This design comes from an exercise in tuning for small area, a short achievable clock period and few clock cycles on the open sky130 flow, not from production work.
At most, simulation tests tie the RTL to the original design; equivalence was not proved.
Only the layout flow was run in runs 1 and 3; the RTL was not checked for function there.
No activity file was given, so power comes from the tool's default toggle rates.

===== design.v =====
`default_nettype none
package gte_pkg;
   localparam int MAX_NODES  = 32;
   localparam int NODE_W     = 5;
   localparam int ROW_W      = 32;
   localparam int COUNT_W    = 6;
   localparam int CSR_ADDR_W = 3;
   localparam int CSR_DATA_W = 32;
   localparam logic [COUNT_W-1:0] NODE_COUNT_RESET = 6'd32;
endpackage
`default_nettype wire
`default_nettype none
import gte_pkg::*;
module gte_ctrl (
   input  wire logic                   clock,
   input  wire logic                   reset,
   input  wire logic                   req_valid,
   output logic                        req_ready,
   input  wire logic                   req_kind,
   output logic                        rsp_valid,
   input  wire logic                   rsp_ready,
   output logic      [NODE_W-1:0]      rsp_first_node,
   output logic      [NODE_W-1:0]      rsp_second_node,
   output logic      [NODE_W-1:0]      rsp_third_node,
   output logic                        rsp_found,
   input  wire logic [COUNT_W-1:0]     node_count,
   input  wire logic                   count_write,
   output logic                        load_acc,
   output logic      [MAX_NODES-1:0]   rd_sel,
   input  wire logic [ROW_W-1:0]       rd_row
);
   function automatic logic [31:0] pre_or(input logic [31:0] x);
      logic [31:0] p;
      integer k;
      p = {x[30:0], 1'b0};
      for (k = 1; k < 32; k = k * 2) begin
         p = p | (p << k);
      end
      pre_or = p;
   endfunction
   function automatic logic [31:0] low_bit(input logic [31:0] x);
      low_bit = x & ~pre_or(x);
   endfunction
   function automatic logic [4:0] enc(input logic [31:0] x);
      integer i;
      enc = '0;
      for (i = 0; i < 32; i = i + 1) begin
         if (x[i]) begin
            enc = enc | i[4:0];
         end
      end
   endfunction
   function automatic logic [31:0] dec(input logic [4:0] k);
      integer i;
      for (i = 0; i < 32; i = i + 1) begin
         dec[i] = (k == i[4:0]);
      end
   endfunction
   function automatic logic [31:0] above(input logic [4:0] k);
      integer i;
      for (i = 0; i < 32; i = i + 1) begin
         above[i] = (i[4:0] > k);
      end
   endfunction
   function automatic logic [31:0] below(input logic [5:0] k);
      integer i;
      for (i = 0; i < 32; i = i + 1) begin
         below[i] = (i[5:0] < k);
      end
   endfunction
   localparam logic [1:0] S_RSTU = 2'd0;
   localparam logic [1:0] S_SCAN = 2'd1;
   localparam logic [1:0] S_DONE = 2'd2;
   logic              pend_ff;
   logic              rsp_valid_ff;
   logic              out_found_ff;
   logic [NODE_W-1:0] out_a_ff;
   logic [NODE_W-1:0] out_b_ff;
   logic [NODE_W-1:0] out_c_ff;
   logic              cur_ff;         
   logic [1:0]        st_ff;
   logic [NODE_W-1:0] au_ff;
   logic [ROW_W-1:0]  vset_ff;
   logic              floor_ff;       
   logic              c_valid_ff;
   logic [NODE_W-1:0] c_u_ff;
   logic [NODE_W-1:0] c_v_ff;
   logic [ROW_W-1:0]  c_w_ff;
   logic              fetch_acc;
   logic              nx_valid;
   logic              out_space;
   logic              pop;
   logic              restart;
   logic [ROW_W-1:0]  mask_n;
   logic [NODE_W-1:0] cu;
   logic [NODE_W-1:0] cv;
   logic [ROW_W-1:0]  v_sel;
   logic [ROW_W-1:0]  v_rest;
   logic [NODE_W-1:0] v_idx;
   logic [ROW_W-1:0]  w_scan;
   logic [ROW_W-1:0]  w_floor;
   logic              c_multi;
   logic              w_any;
   logic              c_free;
   logic              c_load;
   logic [ROW_W-1:0]  c_w_sel;
   logic [ROW_W-1:0]  c_w_rest;
   logic [NODE_W-1:0] c_w_idx;
   logic [5:0]        n_eff;
   assign n_eff  = (node_count > 6'd32) ? 6'd32 : node_count;
   assign mask_n = below(n_eff);
   assign nx_valid  = c_valid_ff || (st_ff == S_DONE);
   assign out_space = !rsp_valid_ff || rsp_ready;
   assign pop       = pend_ff && nx_valid && out_space;
   assign req_ready = !pend_ff || (nx_valid && out_space);
   assign fetch_acc = req_valid && req_ready && req_kind;
   assign load_acc  = req_valid && req_ready && !req_kind;
   assign restart   = load_acc || count_write;
   assign cu = cur_ff ? out_a_ff : '0;
   assign cv = cur_ff ? out_b_ff : '0;
   assign v_sel  = low_bit(vset_ff);
   assign v_rest = vset_ff & ~v_sel;
   assign v_idx  = enc(v_sel);
   assign w_floor = floor_ff ? above(out_c_ff) : '1;
   assign w_scan = rd_row & v_rest & w_floor;
   assign rd_sel = v_sel
                 | (((st_ff == S_SCAN) && (vset_ff == '0)) ? dec(au_ff + 5'd1) : '0)
                 | ((st_ff == S_RSTU) ? dec(cu) : '0);
   assign c_free   = !c_valid_ff || (pop && !c_multi);
   assign w_any    = (w_scan != '0);
   assign c_load   = (st_ff == S_SCAN) && (vset_ff != '0) && w_any && c_free;
   assign c_w_sel  = low_bit(c_w_ff);
   assign c_w_rest = c_w_ff & ~c_w_sel;
   assign c_w_idx  = enc(c_w_sel);
   assign c_multi  = (c_w_rest != '0);
   always_ff @(posedge clock) begin
      if (reset) begin
         pend_ff      <= 1'b0;
         rsp_valid_ff <= 1'b0;
         cur_ff       <= 1'b0;
      end else begin
         if (fetch_acc) begin
            pend_ff <= 1'b1;
         end else if (pop) begin
            pend_ff <= 1'b0;
         end
         if (pop) begin
            rsp_valid_ff <= 1'b1;
         end else if (rsp_ready) begin
            rsp_valid_ff <= 1'b0;
         end
         if (load_acc) begin
            cur_ff <= 1'b0;
         end else if (pop && c_valid_ff) begin
            cur_ff <= 1'b1;
         end
      end
   end
   always_ff @(posedge clock) begin
      if (pop) begin
         out_found_ff <= c_valid_ff;
         if (c_valid_ff) begin
            out_a_ff <= c_u_ff;
            out_b_ff <= c_v_ff;
            out_c_ff <= c_w_idx;
         end
      end
   end
   assign rsp_valid       = rsp_valid_ff;
   assign rsp_found       = out_found_ff;
   assign rsp_first_node  = out_found_ff ? out_a_ff : '0;
   assign rsp_second_node = out_found_ff ? out_b_ff : '0;
   assign rsp_third_node  = out_found_ff ? out_c_ff : '0;
   always_ff @(posedge clock) begin
      if (reset || restart) begin
         st_ff <= S_RSTU;
      end else begin
         case (st_ff)
            S_RSTU: st_ff <= S_SCAN;
            S_SCAN: begin
               if ((vset_ff == '0) && ({1'b0, au_ff} + 6'd3 >= n_eff)) begin
                  st_ff <= S_DONE;
               end
            end
            default: st_ff <= st_ff;
         endcase
      end
   end
   always_ff @(posedge clock) begin
      if (reset || restart) begin
         vset_ff  <= '0;
         floor_ff <= 1'b0;
      end else begin
         case (st_ff)
            S_RSTU: begin
               au_ff    <= cu;
               vset_ff  <= rd_row & mask_n & (above(cv) | dec(cv));
               floor_ff <= cur_ff && ((rd_row & mask_n & dec(cv)) != '0);
            end
            S_SCAN: begin
               if (vset_ff == '0) begin
                  au_ff   <= au_ff + 5'd1;
                  vset_ff <= rd_row & mask_n;
               end else if (!w_any || c_free) begin
                  vset_ff  <= v_rest;
                  floor_ff <= 1'b0;
               end
            end
            default: begin
            end
         endcase
      end
   end
   always_ff @(posedge clock) begin
      if (reset || restart) begin
         c_valid_ff <= 1'b0;
      end else if (c_load) begin
         c_valid_ff <= 1'b1;
      end else if (pop && !c_multi) begin
         c_valid_ff <= 1'b0;
      end
   end
   always_ff @(posedge clock) begin
      if (c_load) begin
         c_u_ff <= au_ff;
         c_v_ff <= v_idx;
         c_w_ff <= w_scan;
      end else if (pop && c_valid_ff) begin
         c_w_ff <= c_w_rest;
      end
   end
endmodule
`default_nettype wire
`default_nettype none
import gte_pkg::*;
module gte_dp (
   input  wire logic                        clock,
   input  wire logic                        reset,
   input  wire logic                        wr_en,
   input  wire logic [NODE_W-1:0]           wr_row,
   input  wire logic [ROW_W-1:0]            wr_bits,
   input  wire logic [MAX_NODES-1:0]        rd_sel,
   output logic      [ROW_W-1:0]            rd_row
);
   logic [MAX_NODES-1:0] vld_ff;
   logic [MAX_NODES-1:0] sel_v;
   logic [(MAX_NODES-1)*ROW_W-1:0] mem_q;
   always_ff @(posedge clock) begin
      if (reset) begin
         vld_ff <= '0;
      end else if (wr_en) begin
         vld_ff[wr_row] <= 1'b1;
      end
   end
   assign sel_v = rd_sel & vld_ff;
   genvar r, c;
   generate
      for (r = 0; r < MAX_NODES - 1; r = r + 1) begin : g_row
         for (c = 0; c < ROW_W; c = c + 1) begin : g_col
            if (c > r) begin : g_bit
               always_ff @(posedge clock) begin
                  if (wr_en && (wr_row == r)) begin
                     mem_q[r*ROW_W+c] <= wr_bits[c];
                  end
               end
            end
         end
      end
   endgenerate
   always_comb begin
      integer v, w;
      rd_row = '0;
      for (w = 1; w < ROW_W; w = w + 1) begin
         for (v = 0; v < w; v = v + 1) begin
            rd_row[w] = rd_row[w] | (sel_v[v] & mem_q[v*ROW_W+w]);
         end
      end
   end
endmodule
`default_nettype wire
`default_nettype none
import gte_pkg::*;
module graph_triangle_enumerator (
   input  wire logic                              clock,
   input  wire logic                              reset,
   input  wire logic                              req_valid,
   output logic                                   req_ready,
   input  wire logic                              req_kind,
   input  wire logic [gte_pkg::NODE_W-1:0]        req_row_index,
   input  wire logic [gte_pkg::ROW_W-1:0]         req_row_bits,
   output logic                                   rsp_valid,
   input  wire logic                              rsp_ready,
   output logic      [gte_pkg::NODE_W-1:0]        rsp_first_node,
   output logic      [gte_pkg::NODE_W-1:0]        rsp_second_node,
   output logic      [gte_pkg::NODE_W-1:0]        rsp_third_node,
   output logic                                   rsp_found,
   input  wire logic                              psel,
   input  wire logic                              penable,
   input  wire logic                              pwrite,
   input  wire logic [gte_pkg::CSR_ADDR_W-1:0]    paddr,
   input  wire logic [gte_pkg::CSR_DATA_W-1:0]    pwdata,
   output logic      [gte_pkg::CSR_DATA_W-1:0]    prdata,
   output logic                                   pready
);
   logic [COUNT_W-1:0]   node_count_ff;
   logic                 count_write;
   logic                 load_acc;
   logic [MAX_NODES-1:0] rd_sel;
   logic [ROW_W-1:0]     rd_row;
   assign pready      = 1'b1;
   assign prdata      = paddr[2] ? '0 : {26'd0, node_count_ff};
   assign count_write = psel && penable && pwrite && !paddr[2];
   always_ff @(posedge clock) begin
      if (reset) begin
         node_count_ff <= NODE_COUNT_RESET;
      end else if (count_write) begin
         node_count_ff <= pwdata[COUNT_W-1:0];
      end
   end
   gte_ctrl u_ctrl (
      .clock           (clock),
      .reset           (reset),
      .req_valid       (req_valid),
      .req_ready       (req_ready),
      .req_kind        (req_kind),
      .rsp_valid       (rsp_valid),
      .rsp_ready       (rsp_ready),
      .rsp_first_node  (rsp_first_node),
      .rsp_second_node (rsp_second_node),
      .rsp_third_node  (rsp_third_node),
      .rsp_found       (rsp_found),
      .node_count      (node_count_ff),
      .count_write     (count_write),
      .load_acc        (load_acc),
      .rd_sel          (rd_sel),
      .rd_row          (rd_row)
   );
   gte_dp u_dp (
      .clock   (clock),
      .reset   (reset),
      .wr_en   (load_acc),
      .wr_row  (req_row_index),
      .wr_bits (req_row_bits),
      .rd_sel  (rd_sel),
      .rd_row  (rd_row)
   );
endmodule
`default_nettype wire

===== constraint.sdc =====
create_clock -name core_clock -period 7.0 [get_ports {clock}]
set_input_delay 1.4000 -clock core_clock [delete_from_list [all_inputs] [get_ports {clock}]]
set_output_delay 1.4000 -clock core_clock [all_outputs]
set_load 0.01 [all_outputs]

===== run.sh =====
#!/bin/bash
# synth_recipe.tcl (not shown) runs the flow's synth.tcl, then flattens the netlist and writes it again
# the make line also repeats each setting of config.mk as NAME=value (left out here)
make -C /OpenROAD-flow-scripts/flow DESIGN_CONFIG=/design/flow/config.mk WORK_HOME=/design/flow/orfs CLKGATE_MAP_FILE= SYNTH_SCRIPT=/design/flow/synth_recipe.tcl finish

===== config.mk =====
export PLATFORM = sky130hd
export DESIGN_NAME = graph_triangle_enumerator
export DESIGN_NICKNAME = graph_triangle_enumerator
export VERILOG_FILES = /design/flow/design.v
export SDC_FILE = /design/flow/constraint.sdc
export NUM_CORES = 4
export LEC_CHECK = 0
export CAP_MARGIN = 20
export CORE_MARGIN = 2
export CORE_UTILIZATION = 40
export PLACE_DENSITY = 0.6
export SETUP_SLACK_MARGIN = 3.0
export SLEW_MARGIN = 20

==> out/qor.txt, run 1 <==
Gr busiest metal -> met2
Routed vias/inst -> 7.37
Drt first pass iters -> 9
Drt wl/cell -> 46.0 um
Later-pin clock latency in the skew report -> 0.71 ns
CTS clk-pin slew, worst paths -> 0.07 ns
Hold Buf Count CTS -> 0
Reg2Reg Depth -> 18
Max incr delay on CP -> 0.60 ns
Status -> no timing/DRC/antenna violations
Synthesis-stage register bit count -> 632
Vias in the first global route -> 34900
Die X -> 298 um
Commonest non-fill, non-tap cell in the layout -> edfxtp_1
Max FO, Critical Path -> 13
FF-to-FF End -> u_ctrl.c_w_ff[8]
Cells after Synth -> 3530
Post-Synthesis Cell Area -> 34700 um^2
Fraction of layout cells with a size suffix above 1 -> 26.6%
Sequential area share after synthesis -> 52.6%
CP Class -> flop to flop
Die height -> 298 um
RSZ-0062 raised after global routing -> true
Setup violators final -> 0
Global-route wire length before repair -> 316000 um
Worst hold start -> u_ctrl.c_v_ff[0]
Hold Path End -> u_ctrl.out_b_ff[0]
Peak supply drop -> 0.000245 V
Synth unique cells -> 103
Max Cap Viol -> 0
Worst setup SP type -> flop
Crit end category -> flop
Iter 0 DRT Violations -> 8121
Asr flop ratio synth -> 0%
Clk sinks -> 632
Max clock buf depth -> 3
Initial core utilization -> 40.5%
Placed Instances -> 4827
Area Growth Syn to Fin -> 32.1%
Row count -> 107
Placed Area -> 38900 um^2
Via Count -> 38700
Final hold vios -> 0
TritonCTS buffer count -> 72
Finished Core Util -> 53.5%
YS warnings -> 3
Hold Crit Depth -> 0
Post-synth EDFFs -> 557
R2r setup slk -> 1.97 ns
Fmax achieved -> 199 MHz
Routing usage on met3 -> 29.1%
Pins Over Slew Limit -> 0
Hold Path Class -> flop to flop
I/O Pins -> 131
# port buffers -> 74
Total grt overflow -> 0
Largest net degree at the start of global routing -> 42
Number of nets with antenna violations after routing -> 0
Met1 GRT Util -> 64.2%
Core area -> 85500 um^2
Worst path cell trace -> buf_4 -> nor3_1 -> nand4_1 -> or3_1 -> and2_1 -> o221ai_1 -> nor4_1 -> nand4_1 -> o31ai_2 -> buf_4 -> o211ai_1 -> nor4_2 -> buf_4 -> and2_4 -> or3_4 -> buf_12 -> nand2b_4 -> clkbuf_16
DRC -> 0
R2r startpoint -> u_ctrl.vset_ff[24]
Most used flip-flop cell after synthesis -> edfxtp_1
Total track usage -> 52.8%
Minimum hold slack -> 0.398 ns
Slowest-stage cell, CP -> or3_1
Syn_area_per_cell -> 9.82 um^2
Htree depth -> 3
Hpwl dp -> 166000 um
Fin crit share -> 71.9%
Met2 Usage GRT -> 69.8%
Die footprint -> 89000 um^2
Placer Congestion -> 1.12
Crit path DAT -> 5.42 ns
CTS tree -> done
Pwr Density -> 201 nW/um^2
Worst-Margin Slew -> 1.31 ns
Layout net count -> 4129
Non-Filler Instances -> 5244
Root buf cell -> clkbuf_16
WP data required -> 7.39 ns
Setup TNS -> 0 ns
Cell mode on critical path -> buf_4
Initial antenna violation count -> 19
Static leakage -> 0.0155 uW
Most frequent cells in the layout -> edfxtp_1, buf_4, nand2_1
Clk_skew -> 0.0486 ns
Min Tclk post-route -> 5.03 ns
Relative slew slack -> 12.6%
Routed wire length -> 241000 um
Fin area -> 45800 um^2
==> synthesized netlist by cell type (all sizes together), types with 43 or more instances <==
master / number / share of area (%)
o22ai: 124 / 2.2
dfxtp: 75 / 4.3
nand2: 460 / 5.0
and3: 44 / 0.79
and2: 63 / 1.1
nor4: 72 / 1.5
a32oi: 43 / 1.1
buf: 81 / 1.4
a31oi: 74 / 1.3
a21oi: 147 / 2.1
o21ai: 136 / 2.0
edfxtp: 557 / 48
nand4: 103 / 1.9
nor3: 103 / 1.5
or3: 47 / 0.86
clkbuf: 217 / 2.3
nor2: 296 / 3.2
nand3: 243 / 3.6
==> final cells by class <==
cell class              count  area (um^2)
clock buffers              83         1850
flip-flops and latches    632        18300
diodes                     13         32.5
multi-input cells        2588        16900
repair buffers            700         6580
well taps                1144         1430
fillers                  7689        39700
clock inverters            47          556
inverters                  37          151
==> what timing repair did <==
item                                    CTS  global route
pin swaps                                78            38
gates resized for setup                 373            72
cloned                                    7             2
endpoints found under the setup margin  139           108
buffers inserted                        244            20
==> worst max-delay path: cells and delay by family, from the launching register on <==
kind | cells | cell delay [ns]
buf+inv | 5 | 0.96
simple gates | 10 | 2.83
flops | 1 | 0.42
compound gates | 3 | 0.51
==> metrics by stage <==
stage	power (uW)	worst slack, ns
finish	9210	1.97
CTS	9080	2.19
detailed placement	4970	1.12
global placement	4970	1.08
floorplan	4500	2.79
global route	9270	1.96
==> where the power goes <==
group	total (uW)	internal, uW	switching (uW)	leakage (uW)
registers	4140	4110	27.0	0.00564
logic	1040	299	743	0.00865
clock network	4030	2290	1740	0.00116
==> registers in the layout (all words and copies together), names as in the netlist, 2 cells and up <==
register and cells:
u_ctrl.au_ff 5, u_ctrl.c_u_ff 5, u_ctrl.st_ff 2, u_ctrl.vset_ff 31
u_dp.mem_q 496, node_count_ff 6, u_ctrl.c_v_ff 5, u_ctrl.out_c_ff 5
u_dp.vld_ff 31, u_ctrl.out_b_ff 5, u_ctrl.out_a_ff 5, u_ctrl.c_w_ff 30
==> per-layer routing <==
metal	share of wire (%)	wire (um)
met1	35	84900
met2	38	90800
met3	17	41100
met4	9.9	23900
met5	0.13	309
==> cell families after synthesis <==
family	share of synthesized area [%]
other	0.0217
AND/OR/NAND/NOR	22.9
AO/OA/AOI/OAI	17.9
multiplexers	1.39
XOR/XNOR	0.278
adder cells (fa/ha/maj)	0.823
buffers and inverters	4.15
flip-flops	52.6
==> worst max path at each step <==
stage | slack (ns) | end | depth (start not counted) | start
2_1_floorplan | 2.79 | u_ctrl.c_w_ff[10] | 18 | u_ctrl.au_ff[0]
3_3_place_gp | 1.08 | u_ctrl.c_w_ff[3] | 16 | u_ctrl.out_a_ff[1]
3_5_place_dp | 1.12 | u_ctrl.c_w_ff[3] | 19 | u_ctrl.au_ff[1]
4_1_cts | 2.19 | u_ctrl.c_w_ff[3] | 21 | u_ctrl.vset_ff[1]
5_1_grt | 1.96 | u_ctrl.c_w_ff[8] | 19 | u_ctrl.vset_ff[27]
6_report | 1.97 | u_ctrl.c_w_ff[8] | 18 | u_ctrl.vset_ff[24]
==> run 2: changes to the inputs <==
--- a/design.v
+++ b/design.v
@@ -69,8 +69,9 @@
       end
    endfunction
    localparam logic [1:0] S_RSTU = 2'd0;
-   localparam logic [1:0] S_SCAN = 2'd1;
-   localparam logic [1:0] S_DONE = 2'd2;
+   localparam logic [1:0] S_RSTV = 2'd1;
+   localparam logic [1:0] S_SCAN = 2'd2;
+   localparam logic [1:0] S_DONE = 2'd3;
    logic              pend_ff;
    logic              rsp_valid_ff;
    logic              out_found_ff;
@@ -81,8 +82,9 @@
    logic [1:0]        st_ff;
    logic [NODE_W-1:0] au_ff;
    logic [ROW_W-1:0]  vset_ff;
-   logic              floor_ff;       
+   logic              eflag_ff;
    logic              c_valid_ff;
+   logic              c_last_ff;
    logic [NODE_W-1:0] c_u_ff;
    logic [NODE_W-1:0] c_v_ff;
    logic [ROW_W-1:0]  c_w_ff;
@@ -98,8 +100,7 @@
    logic [ROW_W-1:0]  v_rest;
    logic [NODE_W-1:0] v_idx;
    logic [ROW_W-1:0]  w_scan;
-   logic [ROW_W-1:0]  w_floor;
-   logic              c_multi;
+   logic [ROW_W-1:0]  w_rstv;
    logic              w_any;
    logic              c_free;
    logic              c_load;
@@ -121,18 +122,21 @@
    assign v_sel  = low_bit(vset_ff);
    assign v_rest = vset_ff & ~v_sel;
    assign v_idx  = enc(v_sel);
-   assign w_floor = floor_ff ? above(out_c_ff) : '1;
-   assign w_scan = rd_row & v_rest & w_floor;
-   assign rd_sel = v_sel
-                 | (((st_ff == S_SCAN) && (vset_ff == '0)) ? dec(au_ff + 5'd1) : '0)
-                 | ((st_ff == S_RSTU) ? dec(cu) : '0);
-   assign c_free   = !c_valid_ff || (pop && !c_multi);
+   assign w_scan = rd_row & v_rest;
+   assign w_rstv = rd_row & vset_ff & above(out_c_ff);
+   always_comb begin
+      case (st_ff)
+         S_RSTU:  rd_sel = dec(cu);
+         S_RSTV:  rd_sel = dec(out_b_ff);
+         default: rd_sel = (vset_ff == '0) ? dec(au_ff + 5'd1) : v_sel;
+      endcase
+   end
+   assign c_free   = !c_valid_ff || (pop && c_last_ff);
    assign w_any    = (w_scan != '0);
    assign c_load   = (st_ff == S_SCAN) && (vset_ff != '0) && w_any && c_free;
    assign c_w_sel  = low_bit(c_w_ff);
    assign c_w_rest = c_w_ff & ~c_w_sel;
    assign c_w_idx  = enc(c_w_sel);
-   assign c_multi  = (c_w_rest != '0);
    always_ff @(posedge clock) begin
       if (reset) begin
          pend_ff      <= 1'b0;
@@ -176,7 +180,8 @@
          st_ff <= S_RSTU;
       end else begin
          case (st_ff)
-            S_RSTU: st_ff <= S_SCAN;
+            S_RSTU: st_ff <= S_RSTV;
+            S_RSTV: st_ff <= S_SCAN;
             S_SCAN: begin
                if ((vset_ff == '0) && ({1'b0, au_ff} + 6'd3 >= n_eff)) begin
                   st_ff <= S_DONE;
@@ -187,46 +192,49 @@
       end
    end
    always_ff @(posedge clock) begin
-      if (reset || restart) begin
-         vset_ff  <= '0;
-         floor_ff <= 1'b0;
-      end else begin
-         case (st_ff)
-            S_RSTU: begin
-               au_ff    <= cu;
-               vset_ff  <= rd_row & mask_n & (above(cv) | dec(cv));
-               floor_ff <= cur_ff && ((rd_row & mask_n & dec(cv)) != '0);
-            end
-            S_SCAN: begin
-               if (vset_ff == '0) begin
-                  au_ff   <= au_ff + 5'd1;
-                  vset_ff <= rd_row & mask_n;
-               end else if (!w_any || c_free) begin
-                  vset_ff  <= v_rest;
-                  floor_ff <= 1'b0;
-               end
-            end
-            default: begin
+      case (st_ff)
+         S_RSTU: begin
+            au_ff    <= cu;
+            vset_ff  <= rd_row & mask_n & above(cv);
+            eflag_ff <= cur_ff && ((rd_row & mask_n & dec(cv)) != '0);
+         end
+         S_SCAN: begin
+            if (vset_ff == '0) begin
+               au_ff   <= au_ff + 5'd1;
+               vset_ff <= rd_row & mask_n;
+            end else if (!w_any || c_free) begin
+               vset_ff <= v_rest;
             end
-         endcase
-      end
+         end
+         default: begin
+         end
+      endcase
    end
    always_ff @(posedge clock) begin
       if (reset || restart) begin
          c_valid_ff <= 1'b0;
+      end else if ((st_ff == S_RSTV) && eflag_ff && (w_rstv != '0)) begin
+         c_valid_ff <= 1'b1;
       end else if (c_load) begin
          c_valid_ff <= 1'b1;
-      end else if (pop && !c_multi) begin
+      end else if (pop && c_valid_ff && c_last_ff) begin
          c_valid_ff <= 1'b0;
       end
    end
    always_ff @(posedge clock) begin
-      if (c_load) begin
-         c_u_ff <= au_ff;
-         c_v_ff <= v_idx;
-         c_w_ff <= w_scan;
+      if (st_ff == S_RSTV) begin
+         c_u_ff    <= au_ff;
+         c_v_ff    <= out_b_ff;
+         c_w_ff    <= w_rstv;
+         c_last_ff <= ((w_rstv & pre_or(w_rstv)) == '0);
+      end else if (c_load) begin
+         c_u_ff    <= au_ff;
+         c_v_ff    <= v_idx;
+         c_w_ff    <= w_scan;
+         c_last_ff <= ((w_scan & pre_or(w_scan)) == '0);
       end else if (pop && c_valid_ff) begin
-         c_w_ff <= c_w_rest;
+         c_w_ff    <= c_w_rest;
+         c_last_ff <= ((c_w_rest & pre_or(c_w_rest)) == '0);
       end
    end
 endmodule
--- a/config.mk
+++ b/config.mk
@@ -9,5 +9,4 @@
 export CORE_MARGIN = 2
 export CORE_UTILIZATION = 40
 export PLACE_DENSITY = 0.6
-export SETUP_SLACK_MARGIN = 3.0
 export SLEW_MARGIN = 20
==> out/qor.txt, run 2 <==
Worst setup SP type -> flop
Placer Congestion -> 1.02 (-8.7%)
Clk sinks -> 634 (+0.32%)
Crit path DAT -> 6.85 ns (+1.43 ns)
Worst hold start -> u_ctrl.c_u_ff[1]
Static leakage -> 0.0128 uW (-17%)
Fmax achieved -> 153 MHz (-23%)
RSZ-0062 raised after global routing -> false
Post-Synthesis Cell Area -> 32500 um^2 (-6.2%)
Max clock buf depth -> 3 (unchanged)
Most used flip-flop cell after synthesis -> edfxtp_1
Row count -> 104 (-2.8%)
Hold Buf Count CTS -> 0 (unchanged)
Pwr Density -> 310 nW/um^2 (+54%)
Layout net count -> 3240 (-22%)
Drt wl/cell -> 35.3 um (-23%)
Final hold vios -> 0 (unchanged)
Top cells by area, synth -> edfxtp_1, nand2_1, nor2_1
Via Count -> 29100 (-25%)
Die X -> 289 um (-3.1%)
Syn_area_per_cell -> 11.1 um^2 (+13%)
Clk_skew -> 0.0502 ns (+0.00164 ns)
Hpwl dp -> 107000 um (-36%)
Post-synth EDFFs -> 591 (+6.1%)
Initial antenna violation count -> 4 (-15)
Pins Over Slew Limit -> 0 (unchanged)
I/O Pins -> 131 (unchanged)
Global-route wire length before repair -> 206000 um (-35%)
Relative slew slack -> 18.6% (+6.0 points)
R2r startpoint -> u_ctrl.st_ff[0]
Total track usage -> 35.2% (-18 points)
Later-pin clock latency in the skew report -> 0.67 ns (-0.04 ns)
Crit end category -> flop
Largest Register -> u_dp.mem_q
Number of nets with antenna violations after routing -> 0 (unchanged)
Largest net degree at the start of global routing -> 66 (+57%)
Routed vias/inst -> 6.83 (-7.3%)
CTS tree -> done
Status -> no timing/DRC/antenna violations
Fill cells -> 7334 (-4.6%)
Drt first pass iters -> 6 (-3)
Commonest non-fill, non-tap cell in the layout -> edfxtp_1
Min Tclk post-route -> 6.54 ns (+1.51 ns)
Fin crit share -> 93.4% (+22 points)
DRC -> 0 (unchanged)
Die footprint -> 83600 um^2 (-6.1%)
Setup violators final -> 0 (unchanged)
Synth unique cells -> 103 (unchanged)
Most frequent cells in the layout -> edfxtp_1, nand2_1, nor2_1
CP Class -> flop to flop
Fraction of layout cells with a size suffix above 1 -> 13.4% (-13 points)
R2r setup slk -> 0.46 ns (-1.51 ns)
Overall Power -> 11800 uW (+29%)
Asr flop ratio synth -> 0% (unchanged)
Setup Fix Bufs, Post-CTS -> 0 (-100%)
CTS resizes -> 0 (-100%)
Top-count cell post-synth -> edfxtp_1
Vias in the first global route -> 27500 (-21%)
Largest register FFs -> 496 (unchanged)
Worst-Margin Slew -> 1.21 ns (-0.0960 ns)
Hold Path Class -> flop to flop
Iter 0 DRT Violations -> 4502 (-45%)
Commonest cells in the synthesized netlist -> edfxtp_1, nand2_1, nor2_1, a21oi_1, o21ai_0
Routed wire length -> 150000 um (-38%)
Core area -> 80500 um^2 (-5.8%)
Initial core utilization -> 40.4% (-0.14 points)
CTS clk-pin slew, worst paths -> 0.06 ns (about the same)
Peak supply drop -> 0.000225 V (-8.3%)
Root buf cell -> clkbuf_16
Htree depth -> 3 (unchanged)
Top cell type by total area after synthesis -> edfxtp_1
CP startpoint -> u_ctrl.st_ff[0]
Max Cap Viol -> 0 (unchanged)
Die height -> 289 um (-3.1%)
YS warnings -> 3 (unchanged)
TritonCTS buffer count -> 73 (+1.4%)
Synth top area share -> 54.6% (+6.3 points)
# port buffers -> 74 (unchanged)
Area Growth Syn to Fin -> 17.3%
Synthesis-stage register bit count -> 634 (+0.32%)
Cells after Synth -> 2937 (-17%)
Sequential area share after synthesis -> 57.2% (+4.6 points)
Max FO, Critical Path -> 31 (+18)
Setup TNS -> 0 ns (unchanged)
Total grt overflow -> 0 (unchanged)
WP data required -> 7.31 ns (-0.08 ns)
-- run 2: cell type report --
cell class                 count  area, um^2  area share [%]
clock buffer                  83        1860            4.88
multi-input combinational   2090       13200            34.5
antenna                        2        5.00          0.0131
sequential                   634       18600            48.7
clock inverter                47         494            1.29
timing repair buffer         295        2530            6.63
inverter                      43         161           0.423
tap                         1060        1330            3.47
-- run 2: where the power goes --
part	leakage (uW)	switching (uW)	internal (uW)
Sequential	0.00576	406	4530
Clock	0.00113	1680	2140
Combinational	0.00587	2180	911
-- run 2: worst max-delay path, cell delays in order (launching register included) --
cell and delay [ns]:
dfxtp_1 0.45, inv_1 0.11, ha_1 0.35, or2_1 0.28, buf_4 0.26, o211a_1 0.16
o2bb2ai_1 0.23, buf_4 0.26, a32o_1 0.27, a221o_1 0.25, a2111oi_0 1.01, buf_4 0.24
and4_1 0.41, a21o_1 0.19, o211ai_1 0.13, nor4_2 0.46, nand3_1 0.24, o211a_1 0.38
a21oi_2 0.23, buf_12 0.25
-- run 2: routing by layer --
layer  global-route usage [%]  part of all wire, %  vias up  wire length (um)
li1                         -                    -    12000                 -
met1                     45.7                   38    14400             56700
met2                     52.9                   43     2234             65200
met3                     9.15                   12      477             17900
met4                     20.9                  6.8        2             10200
met5                        0               0.0073        -                11
-- run 2: path summary, 6_finish.rpt --
path	depth (start not counted)	to
worst max-delay path	19	u_ctrl.vset_ff[5]
worst min-delay path	0	u_ctrl.out_a_ff[1]
worst min register to register	0	u_ctrl.out_a_ff[1]
worst max register to register	19	u_ctrl.vset_ff[5]
-- run 2: metrics by stage --
step | cell area (um^2) | util [%] | std cells | setup WS, ns | hold WS [ns]
finish | 38200 | 47.4 | 4254 | 0.460 | 0.412
global route | 38200 | 47.4 | 4252 | 0.386 | 0.412
CTS | 38200 | 47.4 | 4251 | 0.652 | 0.408
detailed placement | 35800 | 44.4 | 4121 | 0.591 | 0.405
global placement | 35800 | 44.4 | 4121 | 0.736 | 0.403
floorplan | 32600 | - | 2962 | 0.890 | 0.400
-- run 2: cells by family after synthesis --
kind of cell,after synthesis,share of synthesized area [%]
buffers and inverters,238,3.29
multiplexers,30,0.950
adder cells (fa/ha/maj),41,1.44
flip-flops,634,57.2
AO/OA/AOI/OAI,832,18.6
other,2,0.0231
AND/OR/NAND/NOR,1154,18.4
XOR/XNOR,6,0.185
Testbench counts of run 2, summed over its fixed seeds: cycles 33,335.
==> run 3: changes to the inputs <==
--- a/design.v
+++ b/design.v
@@ -69,9 +69,8 @@
       end
    endfunction
    localparam logic [1:0] S_RSTU = 2'd0;
-   localparam logic [1:0] S_RSTV = 2'd1;
-   localparam logic [1:0] S_SCAN = 2'd2;
-   localparam logic [1:0] S_DONE = 2'd3;
+   localparam logic [1:0] S_SCAN = 2'd1;
+   localparam logic [1:0] S_DONE = 2'd2;
    logic              pend_ff;
    logic              rsp_valid_ff;
    logic              out_found_ff;
@@ -82,9 +81,12 @@
    logic [1:0]        st_ff;
    logic [NODE_W-1:0] au_ff;
    logic [ROW_W-1:0]  vset_ff;
-   logic              eflag_ff;
+   logic              floor_ff;       
+   logic              b_valid_ff;
+   logic [NODE_W-1:0] b_u_ff;
+   logic [NODE_W-1:0] b_v_ff;
+   logic [ROW_W-1:0]  b_w_ff;
    logic              c_valid_ff;
-   logic              c_last_ff;
    logic [NODE_W-1:0] c_u_ff;
    logic [NODE_W-1:0] c_v_ff;
    logic [ROW_W-1:0]  c_w_ff;
@@ -93,24 +95,26 @@
    logic              out_space;
    logic              pop;
    logic              restart;
+   logic [5:0]        n_eff;
    logic [ROW_W-1:0]  mask_n;
    logic [NODE_W-1:0] cu;
    logic [NODE_W-1:0] cv;
+   logic [NODE_W-1:0] au_next;
+   logic              scan_row;
+   logic              scan_edge;
+   logic [ROW_W-1:0]  row_in;
    logic [ROW_W-1:0]  v_sel;
    logic [ROW_W-1:0]  v_rest;
-   logic [NODE_W-1:0] v_idx;
+   logic [ROW_W-1:0]  w_floor;
    logic [ROW_W-1:0]  w_scan;
-   logic [ROW_W-1:0]  w_rstv;
-   logic              w_any;
+   logic              c_multi;
    logic              c_free;
-   logic              c_load;
+   logic              b_free;
    logic [ROW_W-1:0]  c_w_sel;
    logic [ROW_W-1:0]  c_w_rest;
-   logic [NODE_W-1:0] c_w_idx;
-   logic [5:0]        n_eff;
-   assign n_eff  = (node_count > 6'd32) ? 6'd32 : node_count;
-   assign mask_n = below(n_eff);
-   assign nx_valid  = c_valid_ff || (st_ff == S_DONE);
+   assign n_eff   = (node_count > 6'd32) ? 6'd32 : node_count;
+   assign mask_n  = below(n_eff);
+   assign nx_valid  = c_valid_ff || ((st_ff == S_DONE) && !b_valid_ff);
    assign out_space = !rsp_valid_ff || rsp_ready;
    assign pop       = pend_ff && nx_valid && out_space;
    assign req_ready = !pend_ff || (nx_valid && out_space);
@@ -119,24 +123,82 @@
    assign restart   = load_acc || count_write;
    assign cu = cur_ff ? out_a_ff : '0;
    assign cv = cur_ff ? out_b_ff : '0;
+   assign au_next   = au_ff + 5'd1;
+   assign scan_row  = (st_ff == S_SCAN) && (vset_ff == '0);
+   assign scan_edge = (st_ff == S_SCAN) && (vset_ff != '0) && b_free;
    assign v_sel  = low_bit(vset_ff);
    assign v_rest = vset_ff & ~v_sel;
-   assign v_idx  = enc(v_sel);
-   assign w_scan = rd_row & v_rest;
-   assign w_rstv = rd_row & vset_ff & above(out_c_ff);
-   always_comb begin
-      case (st_ff)
-         S_RSTU:  rd_sel = dec(cu);
-         S_RSTV:  rd_sel = dec(out_b_ff);
-         default: rd_sel = (vset_ff == '0) ? dec(au_ff + 5'd1) : v_sel;
-      endcase
-   end
-   assign c_free   = !c_valid_ff || (pop && c_last_ff);
-   assign w_any    = (w_scan != '0);
-   assign c_load   = (st_ff == S_SCAN) && (vset_ff != '0) && w_any && c_free;
+   assign rd_sel = v_sel
+                 | (scan_row ? dec(au_next) : '0)
+                 | ((st_ff == S_RSTU) ? dec(cu) : '0);
+   assign w_floor = floor_ff ? above(out_c_ff) : '1;
+   assign w_scan  = rd_row & v_rest & w_floor;
+   assign row_in  = rd_row & mask_n;
+   always_ff @(posedge clock) begin
+      if (reset || restart) begin
+         st_ff <= S_RSTU;
+      end else begin
+         case (st_ff)
+            S_RSTU: st_ff <= S_SCAN;
+            S_SCAN: begin
+               if (scan_row && ({1'b0, au_ff} + 6'd3 >= n_eff)) begin
+                  st_ff <= S_DONE;
+               end
+            end
+            default: st_ff <= st_ff;
+         endcase
+      end
+   end
+   always_ff @(posedge clock) begin
+      if (reset || restart) begin
+         vset_ff  <= '0;
+         floor_ff <= 1'b0;
+      end else if (st_ff == S_RSTU) begin
+         au_ff    <= cu;
+         vset_ff  <= row_in & (above(cv) | dec(cv));
+         floor_ff <= cur_ff && ((row_in & dec(cv)) != '0);
+      end else if (scan_row) begin
+         au_ff    <= au_next;
+         vset_ff  <= row_in;
+      end else if (scan_edge) begin
+         vset_ff  <= v_rest;
+         floor_ff <= 1'b0;
+      end
+   end
    assign c_w_sel  = low_bit(c_w_ff);
    assign c_w_rest = c_w_ff & ~c_w_sel;
-   assign c_w_idx  = enc(c_w_sel);
+   assign c_multi  = (c_w_rest != '0);
+   assign c_free   = !c_valid_ff || (pop && !c_multi);
+   assign b_free   = !b_valid_ff || c_free;
+   always_ff @(posedge clock) begin
+      if (reset || restart) begin
+         b_valid_ff <= 1'b0;
+         c_valid_ff <= 1'b0;
+      end else begin
+         if (scan_edge) begin
+            b_valid_ff <= (w_scan != '0);
+         end else if (c_free) begin
+            b_valid_ff <= 1'b0;
+         end
+         if (c_free) begin
+            c_valid_ff <= b_valid_ff;
+         end
+      end
+   end
+   always_ff @(posedge clock) begin
+      if (scan_edge) begin
+         b_u_ff <= au_ff;
+         b_v_ff <= enc(v_sel);
+         b_w_ff <= w_scan;
+      end
+      if (c_free) begin
+         c_u_ff <= b_u_ff;
+         c_v_ff <= b_v_ff;
+         c_w_ff <= b_w_ff;
+      end else if (pop && c_valid_ff) begin
+         c_w_ff <= c_w_rest;
+      end
+   end
    always_ff @(posedge clock) begin
       if (reset) begin
          pend_ff      <= 1'b0;
@@ -166,7 +228,7 @@
          if (c_valid_ff) begin
             out_a_ff <= c_u_ff;
             out_b_ff <= c_v_ff;
-            out_c_ff <= c_w_idx;
+            out_c_ff <= enc(c_w_sel);
          end
       end
    end
@@ -175,68 +237,6 @@
    assign rsp_first_node  = out_found_ff ? out_a_ff : '0;
    assign rsp_second_node = out_found_ff ? out_b_ff : '0;
    assign rsp_third_node  = out_found_ff ? out_c_ff : '0;
-   always_ff @(posedge clock) begin
-      if (reset || restart) begin
-         st_ff <= S_RSTU;
-      end else begin
-         case (st_ff)
-            S_RSTU: st_ff <= S_RSTV;
-            S_RSTV: st_ff <= S_SCAN;
-            S_SCAN: begin
-               if ((vset_ff == '0) && ({1'b0, au_ff} + 6'd3 >= n_eff)) begin
-                  st_ff <= S_DONE;
-               end
-            end
-            default: st_ff <= st_ff;
-         endcase
-      end
-   end
-   always_ff @(posedge clock) begin
-      case (st_ff)
-         S_RSTU: begin
-            au_ff    <= cu;
-            vset_ff  <= rd_row & mask_n & above(cv);
-            eflag_ff <= cur_ff && ((rd_row & mask_n & dec(cv)) != '0);
-         end
-         S_SCAN: begin
-            if (vset_ff == '0) begin
-               au_ff   <= au_ff + 5'd1;
-               vset_ff <= rd_row & mask_n;
-            end else if (!w_any || c_free) begin
-               vset_ff <= v_rest;
-            end
-         end
-         default: begin
-         end
-      endcase
-   end
-   always_ff @(posedge clock) begin
-      if (reset || restart) begin
-         c_valid_ff <= 1'b0;
-      end else if ((st_ff == S_RSTV) && eflag_ff && (w_rstv != '0)) begin
-         c_valid_ff <= 1'b1;
-      end else if (c_load) begin
-         c_valid_ff <= 1'b1;
-      end else if (pop && c_valid_ff && c_last_ff) begin
-         c_valid_ff <= 1'b0;
-      end
-   end
-   always_ff @(posedge clock) begin
-      if (st_ff == S_RSTV) begin
-         c_u_ff    <= au_ff;
-         c_v_ff    <= out_b_ff;
-         c_w_ff    <= w_rstv;
-         c_last_ff <= ((w_rstv & pre_or(w_rstv)) == '0);
-      end else if (c_load) begin
-         c_u_ff    <= au_ff;
-         c_v_ff    <= v_idx;
-         c_w_ff    <= w_scan;
-         c_last_ff <= ((w_scan & pre_or(w_scan)) == '0);
-      end else if (pop && c_valid_ff) begin
-         c_w_ff    <= c_w_rest;
-         c_last_ff <= ((c_w_rest & pre_or(c_w_rest)) == '0);
-      end
-   end
 endmodule
 `default_nettype wire
 `default_nettype none
--- a/config.mk
+++ b/config.mk
@@ -9,4 +9,5 @@
 export CORE_MARGIN = 2
 export CORE_UTILIZATION = 40
 export PLACE_DENSITY = 0.6
+export SETUP_SLACK_MARGIN = 3.0
 export SLEW_MARGIN = 20
==> out/qor.txt, run 3 <==
Crit end category -> flop
Die height -> 306 um (+5.9%)
Net switching power -> 3460 uW (-19%)
Static leakage -> 0.0154 uW (+21%)
Syn_area_per_cell -> 9.96 um^2 (-10%)
Area Growth Syn to Fin -> 27.0%
Htree depth -> 3 (unchanged)
CP startpoint -> u_ctrl.au_ff[0]
Vias in the first global route -> 35400 (+29%)
DRC -> 0 (unchanged)
Clock power frac -> 39.6% (+7.4 points)
Sequential area share after synthesis -> 53.3% (-3.9 points)
CTS tree -> done
Commonest non-fill, non-tap cell in the layout -> edfxtp_1
Iter 0 DRT Violations -> 7964 (+77%)
Hpwl dp -> 161000 um (+51%)
Largest Register -> u_dp.mem_q
Cells after Synth -> 3667 (+25%)
Post-Synthesis Cell Area -> 36500 um^2 (+12%)
Top flop regs -> u_dp.mem_q x496, u_ctrl.vset_ff x31, u_dp.vld_ff x31
Post-synth EDFFs -> 597 (+1.0%)
Pins Over Slew Limit -> 0 (unchanged)
Final hold vios -> 0 (unchanged)
FF-to-FF End -> u_ctrl.b_valid_ff
Multi-input gate area -> 17400 um^2 (+32%)
Worst-Margin Slew -> 1.21 ns (+0.000325 ns)
Crit path DAT -> 4.88 ns (-1.97 ns)
Status -> no timing/DRC/antenna violations
Worst setup SP type -> flop
Most used flip-flop cell after synthesis -> edfxtp_1
I/O Pins -> 131 (unchanged)
Sequential Power Share -> 41.4% (-0.3 points)
FF+latch area -> 19500 um^2 (+4.7%)
Total track usage -> 48.9% (+14 points)
Asr flop ratio synth -> 0% (unchanged)
Setup violators final -> 0 (unchanged)
YS warnings -> 3 (unchanged)
Global-route wire length before repair -> 309000 um (+50%)
Commonest cells in the synthesized netlist -> edfxtp_1, nand2_1, nor2_1, nand3_1, a21oi_1
Gate power share -> 19.0% (-7.1 points)
Max clock buf depth -> 3 (unchanged)
Reg2Reg Depth -> 13 (-6)
Placer Congestion -> 1.10 (+7.7%)
Root buf cell -> clkbuf_16
Number of nets with antenna violations after routing -> 0 (unchanged)
# port buffers -> 74 (unchanged)
Clk sinks -> 673 (+6.2%)
Layout net count -> 4143 (+28%)
Die X -> 306 um (+5.9%)
WP data required -> 7.58 ns (+0.27 ns)
Top-count cell post-synth -> edfxtp_1
Largest register FFs -> 496 (unchanged)
Synthesis-stage register bit count -> 673 (+6.2%)
Drt wl/cell -> 44.6 um (+26%)
Synth top area share -> 49.1% (-5.5 points)
Max Cap Viol -> 0 (unchanged)
Core area -> 90300 um^2 (+12%)
R2r setup slk -> 2.70 ns (+2.24 ns)
Fmax achieved -> 233 MHz (+52%)
Pre-CTS WS -> 1.40 ns (+0.809 ns)
Clk_skew -> 0.0605 ns (+0.0103 ns)
Max FO, Critical Path -> 8 (-74%)
Pwr Density -> 239 nW/um^2 (-23%)
Die footprint -> 93700 um^2 (+12%)
Peak supply drop -> 0.000218 V (-3.0%)
Top cell type by total area after synthesis -> edfxtp_1
Worst Setup EP -> u_ctrl.b_valid_ff
Initial antenna violation count -> 15 (+11)
Total grt overflow -> 0 (unchanged)
Routed vias/inst -> 7.43 (+8.7%)
Initial core utilization -> 40.4% (+0.053 points)
Fraction of layout cells with a size suffix above 1 -> 23.2% (+9.8 points)
Drt first pass iters -> 8 (+2)
Synth unique cells -> 114 (+11%)
R2r startpoint -> u_ctrl.au_ff[0]
Min Tclk post-route -> 4.30 ns (-2.24 ns)
Internal power -> 7610 uW (+0.49%)
Later-pin clock latency in the skew report -> 0.74 ns (+0.07 ns)
Top cells by area, synth -> edfxtp_1, nand2_1, dfxtp_1
Routed wire length -> 236000 um (+57%)
Relative slew slack -> 18.8% (+0.17 points)
Minimum hold slack -> 0.418 ns (+0.00601 ns)
Via Count -> 39300 (+35%)
Switching share of total power -> 31.2% (-4.8 points)
CP Class -> flop to flop
Hold Buf Count CTS -> 0 (unchanged)
Most frequent cells in the layout -> edfxtp_1, nand2_1, buf_4
Hold Path Class -> flop to flop
Setup TNS -> 0 ns (unchanged)
TritonCTS buffer count -> 79 (+8.2%)
Row count -> 110 (+5.8%)
Fill cells -> 8261 (+13%)
Min setup slack post-route -> 2.70 ns (+2.24 ns)
Fin crit share -> 61.4% (-32 points)
CTS clk-pin slew, worst paths -> 0.06 ns (about the same)
Largest net degree at the start of global routing -> 45 (-32%)
RSZ-0062 raised after global routing -> true
run 3: cell count changes in the layout (fill, tap and decap cells not counted), moves of 24 or more:
| cell | delta |
|---|---|
| a21oi_1 | +31 |
| a22o_1 | -39 |
| a22oi_1 | -39 |
| a31oi_1 | +57 |
| and3_1 | -43 |
| buf_12 | +24 |
| buf_4 | +185 |
| buf_6 | +51 |
| nand2_1 | +145 |
| nand3_1 | +140 |
| nand4_1 | +97 |
| nor2_1 | +53 |
| o22ai_1 | +66 |
run 3: worst min path at each step:
stage                      from               end  slack, ns  depth (start not counted)
2_1_floorplan  u_ctrl.b_u_ff[0]  u_ctrl.c_u_ff[0]       0.40                          0
3_3_place_gp   u_ctrl.b_u_ff[1]  u_ctrl.c_u_ff[1]       0.40                          0
3_5_place_dp   u_ctrl.b_v_ff[2]  u_ctrl.c_v_ff[2]       0.40                          0
4_1_cts        u_ctrl.b_u_ff[2]  u_ctrl.c_u_ff[2]       0.42                          0
5_1_grt        u_ctrl.b_u_ff[2]  u_ctrl.c_u_ff[2]       0.42                          0
6_report       u_ctrl.b_v_ff[2]  u_ctrl.c_v_ff[2]       0.42                          0
run 3: area by class of cell:
| type | instances | share of cell area [%] |
|---|---|---|
| diodes | 12 | 0.0648 |
| flip-flops and latches | 673 | 42.0 |
| inverters | 45 | 0.397 |
| clock inverters | 48 | 1.24 |
| multi-input cells | 2682 | 37.5 |
| repair buffers | 564 | 11.1 |
| well taps | 1176 | 3.17 |
| clock buffers | 94 | 4.54 |
run 3: what timing repair did:
item | 4_1_cts | 5_1_grt
resized for setup | 232 | 190
cloned | 4 | 0
setup endpoints to repair | 314 | 127
pin swaps | 67 | 76
buffers inserted | 132 | 99
run 3: power by group through the flow:
stage / combinational (uW) / clock [uW] / sequential [uW]
floorplan: 694 / 0 / 4610
global placement: 1570 / 0 / 4660
detailed placement: 1560 / 0 / 4660
CTS: 1800 / 4380 / 4570
global route: 2040 / 4520 / 4580
finish: 2100 / 4390 / 4580
run 3: critical path, cell delays in order, from the launching register on:
cell      delay, ns
edfxtp_1       0.50
ha_4           0.33
nand3_4        0.13
xnor2_4        0.50
buf_12         0.18
nor4_2         0.05
buf_4          0.22
nand2_1        0.28
nand4_1        0.18
nor4_2         0.44
nand2_2        0.25
and3_1         0.30
or4_1          0.52
o31a_1         0.30
run 3: routing by layer:
metal  GRT usage, %  routed length (um)  vias to the layer above
met1           59.7               84000                    19000
li1               -                   -                    15000
met2           66.4               91100                     4055
met4           34.1               22100                       22
met5          0.258                 613                        -
met3           25.0               38100                     1198
run 3: kinds of logic (layout without fill, tap and decap cells):
kind of cell    Yosys count  count (layout)  share of synthesized area [%]
compound gates          931             932                           17.6
flops                   673             673                           53.3
buf+inv                 339             751                           4.23
fa+ha+maj                21              21                          0.699
xor+xnor                 12              12                          0.411
mux                      15              15                          0.421
simple gates           1674            1675                           23.4
other cells               2              39                         0.0206
run 3: metrics by stage:
step / power (uW) / util, % / cell area, um^2 / std cells
floorplan: 5310 / - / 36600 / 3692
global placement: 6230 / 43.9 / 39700 / 4905
detailed placement: 6220 / 44.0 / 39700 / 4905
CTS: 10700 / 49.5 / 44700 / 5183
global route: 11100 / 51.3 / 46300 / 5282
finish: 11100 / 51.4 / 46400 / 5294
==> run 4: changes to the inputs <==
--- a/design.v
+++ b/design.v
@@ -41,6 +41,21 @@
    function automatic logic [31:0] low_bit(input logic [31:0] x);
       low_bit = x & ~pre_or(x);
    endfunction
+   function automatic logic [2:0] cnt3(input logic [31:0] x);
+      logic [2:0] c [0:31];
+      integer i, k;
+      for (i = 0; i < 32; i = i + 1) begin
+         c[i] = {2'b00, x[i]};
+      end
+      for (k = 1; k < 32; k = k * 2) begin
+         for (i = 0; i + k < 32; i = i + 2 * k) begin
+            c[i] = {c[i][2] | c[i+k][2] | (c[i][1] & c[i+k][0]) | (c[i][0] & c[i+k][1]),
+                    c[i][1] | c[i+k][1] | (c[i][0] & c[i+k][0]),
+                    c[i][0] | c[i+k][0]};
+         end
+      end
+      cnt3 = c[0];
+   endfunction
    function automatic logic [4:0] enc(input logic [31:0] x);
       integer i;
       enc = '0;
@@ -87,6 +102,7 @@
    logic [NODE_W-1:0] b_v_ff;
    logic [ROW_W-1:0]  b_w_ff;
    logic              c_valid_ff;
+   logic              c_last_ff;      
    logic [NODE_W-1:0] c_u_ff;
    logic [NODE_W-1:0] c_v_ff;
    logic [ROW_W-1:0]  c_w_ff;
@@ -107,9 +123,11 @@
    logic [ROW_W-1:0]  v_rest;
    logic [ROW_W-1:0]  w_floor;
    logic [ROW_W-1:0]  w_scan;
-   logic              c_multi;
+   logic [2:0]        b_cnt;
+   logic [2:0]        c_cnt;
    logic              c_free;
    logic              b_free;
+   logic              b_any;
    logic [ROW_W-1:0]  c_w_sel;
    logic [ROW_W-1:0]  c_w_rest;
    assign n_eff   = (node_count > 6'd32) ? 6'd32 : node_count;
@@ -117,7 +135,7 @@
    assign nx_valid  = c_valid_ff || ((st_ff == S_DONE) && !b_valid_ff);
    assign out_space = !rsp_valid_ff || rsp_ready;
    assign pop       = pend_ff && nx_valid && out_space;
-   assign req_ready = !pend_ff || (nx_valid && out_space);
+   assign req_ready = !pend_ff || (nx_valid && !rsp_valid_ff) || (nx_valid && rsp_ready);
    assign fetch_acc = req_valid && req_ready && req_kind;
    assign load_acc  = req_valid && req_ready && !req_kind;
    assign restart   = load_acc || count_write;
@@ -131,7 +149,7 @@
    assign rd_sel = v_sel
                  | (scan_row ? dec(au_next) : '0)
                  | ((st_ff == S_RSTU) ? dec(cu) : '0);
-   assign w_floor = floor_ff ? above(out_c_ff) : '1;
+   assign w_floor = (floor_ff && vset_ff[cv]) ? above(out_c_ff) : '1;
    assign w_scan  = rd_row & v_rest & w_floor;
    assign row_in  = rd_row & mask_n;
    always_ff @(posedge clock) begin
@@ -156,10 +174,11 @@
       end else if (st_ff == S_RSTU) begin
          au_ff    <= cu;
          vset_ff  <= row_in & (above(cv) | dec(cv));
-         floor_ff <= cur_ff && ((row_in & dec(cv)) != '0);
+         floor_ff <= cur_ff;
       end else if (scan_row) begin
          au_ff    <= au_next;
          vset_ff  <= row_in;
+         floor_ff <= 1'b0;
       end else if (scan_edge) begin
          vset_ff  <= v_rest;
          floor_ff <= 1'b0;
@@ -167,21 +186,23 @@
    end
    assign c_w_sel  = low_bit(c_w_ff);
    assign c_w_rest = c_w_ff & ~c_w_sel;
-   assign c_multi  = (c_w_rest != '0);
-   assign c_free   = !c_valid_ff || (pop && !c_multi);
-   assign b_free   = !b_valid_ff || c_free;
+   assign b_cnt    = cnt3(b_w_ff);
+   assign c_cnt    = cnt3(c_w_ff);
+   assign c_free   = !c_valid_ff || (pop && c_last_ff);
+   assign b_any    = b_valid_ff && b_cnt[0];
+   assign b_free   = !b_any || c_free;
    always_ff @(posedge clock) begin
       if (reset || restart) begin
          b_valid_ff <= 1'b0;
          c_valid_ff <= 1'b0;
       end else begin
          if (scan_edge) begin
-            b_valid_ff <= (w_scan != '0);
+            b_valid_ff <= 1'b1;
          end else if (c_free) begin
             b_valid_ff <= 1'b0;
          end
          if (c_free) begin
-            c_valid_ff <= b_valid_ff;
+            c_valid_ff <= b_any;
          end
       end
    end
@@ -192,11 +213,13 @@
          b_w_ff <= w_scan;
       end
       if (c_free) begin
-         c_u_ff <= b_u_ff;
-         c_v_ff <= b_v_ff;
-         c_w_ff <= b_w_ff;
+         c_u_ff    <= b_u_ff;
+         c_v_ff    <= b_v_ff;
+         c_w_ff    <= b_w_ff;
+         c_last_ff <= !b_cnt[1];
       end else if (pop && c_valid_ff) begin
-         c_w_ff <= c_w_rest;
+         c_w_ff    <= c_w_rest;
+         c_last_ff <= !c_cnt[2];
       end
    end
    always_ff @(posedge clock) begin
--- a/config.mk
+++ b/config.mk
@@ -5,9 +5,10 @@
 export SDC_FILE = /design/flow/constraint.sdc
 export NUM_CORES = 4
 export LEC_CHECK = 0
+export ABC_AREA = 1
 export CAP_MARGIN = 20
 export CORE_MARGIN = 2
 export CORE_UTILIZATION = 40
-export PLACE_DENSITY = 0.6
-export SETUP_SLACK_MARGIN = 3.0
+export PLACE_DENSITY = 0.5
+export SETUP_SLACK_MARGIN = 3.4
 export SLEW_MARGIN = 20
==> out/qor.txt, run 4 <==
Max FO, Critical Path -> 22 (+14)
Largest net degree at the start of global routing -> 41 (-8.9%)
Root buf cell -> clkbuf_16
Max incr delay on CP -> 0.38 ns (-0.14 ns)
Top-count cell post-synth -> nand2_1
Static leakage -> 0.0143 uW (-7.3%)
Hold Path Class -> flop to flop
Initial antenna violation count -> 3 (-12)
Global-route wire length before repair -> 164000 um (-47%)
Setup TNS -> 0 ns (unchanged)
Fmax achieved -> 284 MHz (+22%)
# port buffers -> 74 (unchanged)
Later-pin clock latency in the skew report -> 0.65 ns (-0.09 ns)
Commonest cells in the synthesized netlist -> nand2_1, edfxtp_1, nor2_1, inv_1, nand3_1
R2r startpoint -> u_ctrl.vset_ff[13]
Placer Congestion -> 0.924 (-16%)
Final hold vios -> 0 (unchanged)
Simple-gate share of the synthesized area -> 22.5% (-0.88 points)
Die height -> 283 um (-7.7%)
Placed Instances -> 4328 (-12%)
Crit path max-delay family -> simple AND/OR/NAND/NOR gates
Most frequent cells in the layout -> nand2_1, edfxtp_1, nor2_1
Syn_area_per_cell -> 9.54 um^2 (-4.2%)
Initial core utilization -> 40.2% (-0.20 points)
Hpwl dp -> 77500 um (-52%)
Sequential Power Share -> 47.6% (+6.2 points)
Synth Area in XOR/XNOR -> 0.113% (-0.30 points)
Row count -> 102 (-7.3%)
Min Tclk post-route -> 3.52 ns (-0.775 ns)
Non-Filler Instances -> 4507 (-15%)
Via Count -> 24500 (-38%)
I/O Pins -> 131 (unchanged)
Net switching power -> 2500 uW (-28%)
Reg2Reg Depth -> 19 (+6)
Post-Synthesis Cell Area -> 31100 um^2 (-15%)
WP data required -> 7.49 ns (-0.09 ns)
Worst path cell trace -> nor2_2 -> nand2_1 -> nor2_2 -> nand2_4 -> nor2_8 -> buf_4 -> nand3_1 -> nand2_1 -> nand2_1 -> inv_1 -> buf_6 -> nand2_1 -> nand2_1 -> nor2_1 -> nand2_1 -> nor2_1 -> nand2_1 -> nand3_1 -> nor2_1
Drt first pass iters -> 8 (unchanged)
Post-synth EDFFs -> 598 (+0.17%)
Buf/Inv on CP -> 3 (+1)
Synthesis-stage register bit count -> 674 (+0.15%)
Cells after Synth -> 3257 (-11%)
Adder-cell share of the synthesized area -> 0.725% (+0.026 points)
Fraction of layout cells with a size suffix above 1 -> 9.09% (-14 points)
Total grt overflow -> 0 (unchanged)
Antenna Cells -> 0 (-12)
Routed vias/inst -> 5.43 (-27%)
Core area -> 77200 um^2 (-14%)
Clk sinks -> 674 (+0.15%)
Largest register FFs -> 496 (unchanged)
Top cell type by total area after synthesis -> edfxtp_1
Clock power frac -> 42.4% (+2.8 points)
Crit end category -> flop
YS warnings -> 5 (+2)
Top cells by area, synth -> edfxtp_1, nand2_1, nor2_1
Slowest-stage cell, CP -> dfxtp_1
Htree depth -> 3 (unchanged)
Drt wl/cell -> 25.6 um (-43%)
Die X -> 283 um (-7.7%)
Relative slew slack -> 23.1% (+4.3 points)
Area Growth Syn to Fin -> 17.2%
Largest Register -> u_dp.mem_q
Pwr Density -> 265 nW/um^2 (+11%)
Worst-Margin Slew -> 1.15 ns (-0.0621 ns)
Crit path depth -> 19 (+6)
Fin crit share -> 50.3% (-11 points)
Post-synthesis mux area share -> 0% (-0.42 points)
CTS tree -> done
CP startpoint -> u_ctrl.vset_ff[13]
TritonCTS buffer count -> 77 (-2.5%)
CP Class -> flop to flop
Die footprint -> 79900 um^2 (-15%)
Synth Area in Compound Gates -> 7.93% (-9.6 points)
Setup violators final -> 0 (unchanged)
Crit path DAT -> 4.01 ns (-0.87 ns)
Max Cap Viol -> 0 (unchanged)
Peak supply drop -> 0.000262 V (+20%)
Max clock buf depth -> 3 (unchanged)
Clk_skew -> 0.0305 ns (-0.0300 ns)
Layout net count -> 3512 (-15%)
Largest family of logic cells by synthesized area -> simple AND/OR/NAND/NOR gates
Top flop regs -> u_dp.mem_q x496, u_ctrl.vset_ff x31, u_dp.vld_ff x31
Routed wire length -> 115000 um (-51%)
Cell mode on critical path -> nand2_1
Pins Over Slew Limit -> 0 (unchanged)
Most used flip-flop cell after synthesis -> edfxtp_1
CTS clk-pin slew, worst paths -> 0.06 ns (about the same)
Commonest non-fill, non-tap cell in the layout -> nand2_1
Status -> no timing/DRC/antenna violations
Sequential area share after synthesis -> 62.7% (+9.4 points)
R2r setup slk -> 3.48 ns (+0.78 ns)
Asr flop ratio synth -> 0% (unchanged)
Vias in the first global route -> 23400 (-34%)
Internal power -> 7170 uW (-5.8%)
Worst setup SP type -> flop
Synth unique cells -> 64 (-44%)
Gate power share -> 10.0% (-9.0 points)
Synth top area share -> 57.8% (+8.7 points)
Number of nets with antenna violations after routing -> 0 (unchanged)
RSZ-0062 raised after global routing -> false
FF-to-FF End -> u_ctrl.b_w_ff[23]
Switching share of total power -> 25.8% (-5.4 points)
Worst Setup EP -> u_ctrl.b_w_ff[23]
Total track usage -> 28.8% (-20 points)
Iter 0 DRT Violations -> 2344 (-71%)
DRC -> 0 (unchanged)
run 4: area by class of cell:
class                   instances  area (um^2)
clock buffers                  96         2050
inverters                     330         1350
fillers                      7322        40800
repair inverters                1         7.51
clock inverters                36          497
repair buffers                159         1590
multi-input cells            2171        10100
flip-flops and latches        674        19500
well taps                    1040         1300
run 4: worst register-to-register path: cells and delay by family, from the launching register on:
kind / cells / cell delay, ns
buf+inv: 3 / 0.58
simple gates: 16 / 2.41
flops: 1 / 0.38
run 4: cell families (layout without fill, tap and decap cells):
group	count (synthesis)	after routing
AO/OA/AOI/OAI	432	433
XOR/XNOR	4	4
adder cells (fa/ha/maj)	18	18
buffers and inverters	439	622
flip-flops	674	674
other	2	27
AND/OR/NAND/NOR	1688	1689
run 4: worst min path at each step:
stage                     start            endpoint  slack (ns)  cells past startpoint
4_1_cts        u_ctrl.c_v_ff[2]  u_ctrl.out_b_ff[2]        0.42                      0
3_5_place_dp   u_ctrl.c_v_ff[2]  u_ctrl.out_b_ff[2]        0.40                      0
2_1_floorplan  u_ctrl.b_u_ff[0]    u_ctrl.c_u_ff[0]        0.40                      0
3_3_place_gp   u_ctrl.c_u_ff[0]  u_ctrl.out_a_ff[0]        0.40                      0
5_1_grt        u_ctrl.c_u_ff[4]  u_ctrl.out_a_ff[4]        0.43                      0
6_report       u_ctrl.c_u_ff[4]  u_ctrl.out_a_ff[4]        0.42                      0
run 4: layer usage:
metal | up-vias | global-route usage [%] | wire, um
li1 | 11300 | - | -
met1 | 11900 | 38.5 | 48500
met2 | 1005 | 47.7 | 54300
met3 | 233 | 3.45 | 7310
met4 | 4 | 11.8 | 5070
met5 | - | 0 | 32
run 4: timing repair:
action                                  CTS  global route
pin swaps                                12             3
setup buffers                            37             7
gates cloned                              3             0
hold buffers                              0             0
gates resized for setup                  79            40
endpoints found under the setup margin  489           121
run 4: power by group through the flow:
stage	logic, uW	registers (uW)	clock network [uW]
after floorplan	547	4650	0
after global placement	882	4680	0
after detailed placement	882	4690	0
after CTS	939	4600	4150
after global routing	1050	4620	4300
final	965	4600	4100
run 4: per-stage QoR:
stage / utilization [%] / power (uW) / setup slack, ns / hold WS, ns / cell area (um^2)
floorplan: - / 5200 / 3.10 / 0.400 / 31200
global placement: 42.8 / 5570 / 1.79 / 0.401 / 33000
detailed placement: 42.8 / 5570 / 1.75 / 0.405 / 33000
CTS: 46.9 / 9690 / 3.38 / 0.417 / 36200
global route: 47.2 / 9970 / 3.40 / 0.427 / 36400
finish: 47.2 / 9660 / 3.48 / 0.416 / 36400
Testbench counts of run 4, summed over its fixed seeds: cycles 33,239.

==> afterwards: timing with drivers on the ports <==
Ports are ideal in the flow. The routed layouts listed here were re-timed in OpenROAD. Step 1 assumes that a clkbuf_16 drives the clock port and a buf_2 every other input. Step 2, shift: input delay + t, output delay - t, t = (earliest + latest rising clock arrival at the registers) / 2. This alone moves slack from input paths to output paths. Three values: ideal, step 1, step 2; two values: the first two.
run | shift t [ns] | setup WS [ns] | latest minus earliest clock arrival (ns)
run 1 | 0.758 | 1.968 / 1.968 / 1.968 | 0.048 / 0.049
run 2 | 0.710 | 0.460 / 0.460 / 0.460 | 0.050 / 0.050
run 3 | 0.782 | 2.704 / 2.704 / 2.336 | 0.061 / 0.062
run 4 | 0.706 | 3.479 / 3.464 / 2.899 | 0.033 / 0.033
After both steps setup and hold are still met in every run listed. For run 4, which loses most, drivers alone change the setup slack by -0.015 ns; drivers and shift together by -0.580 ns.
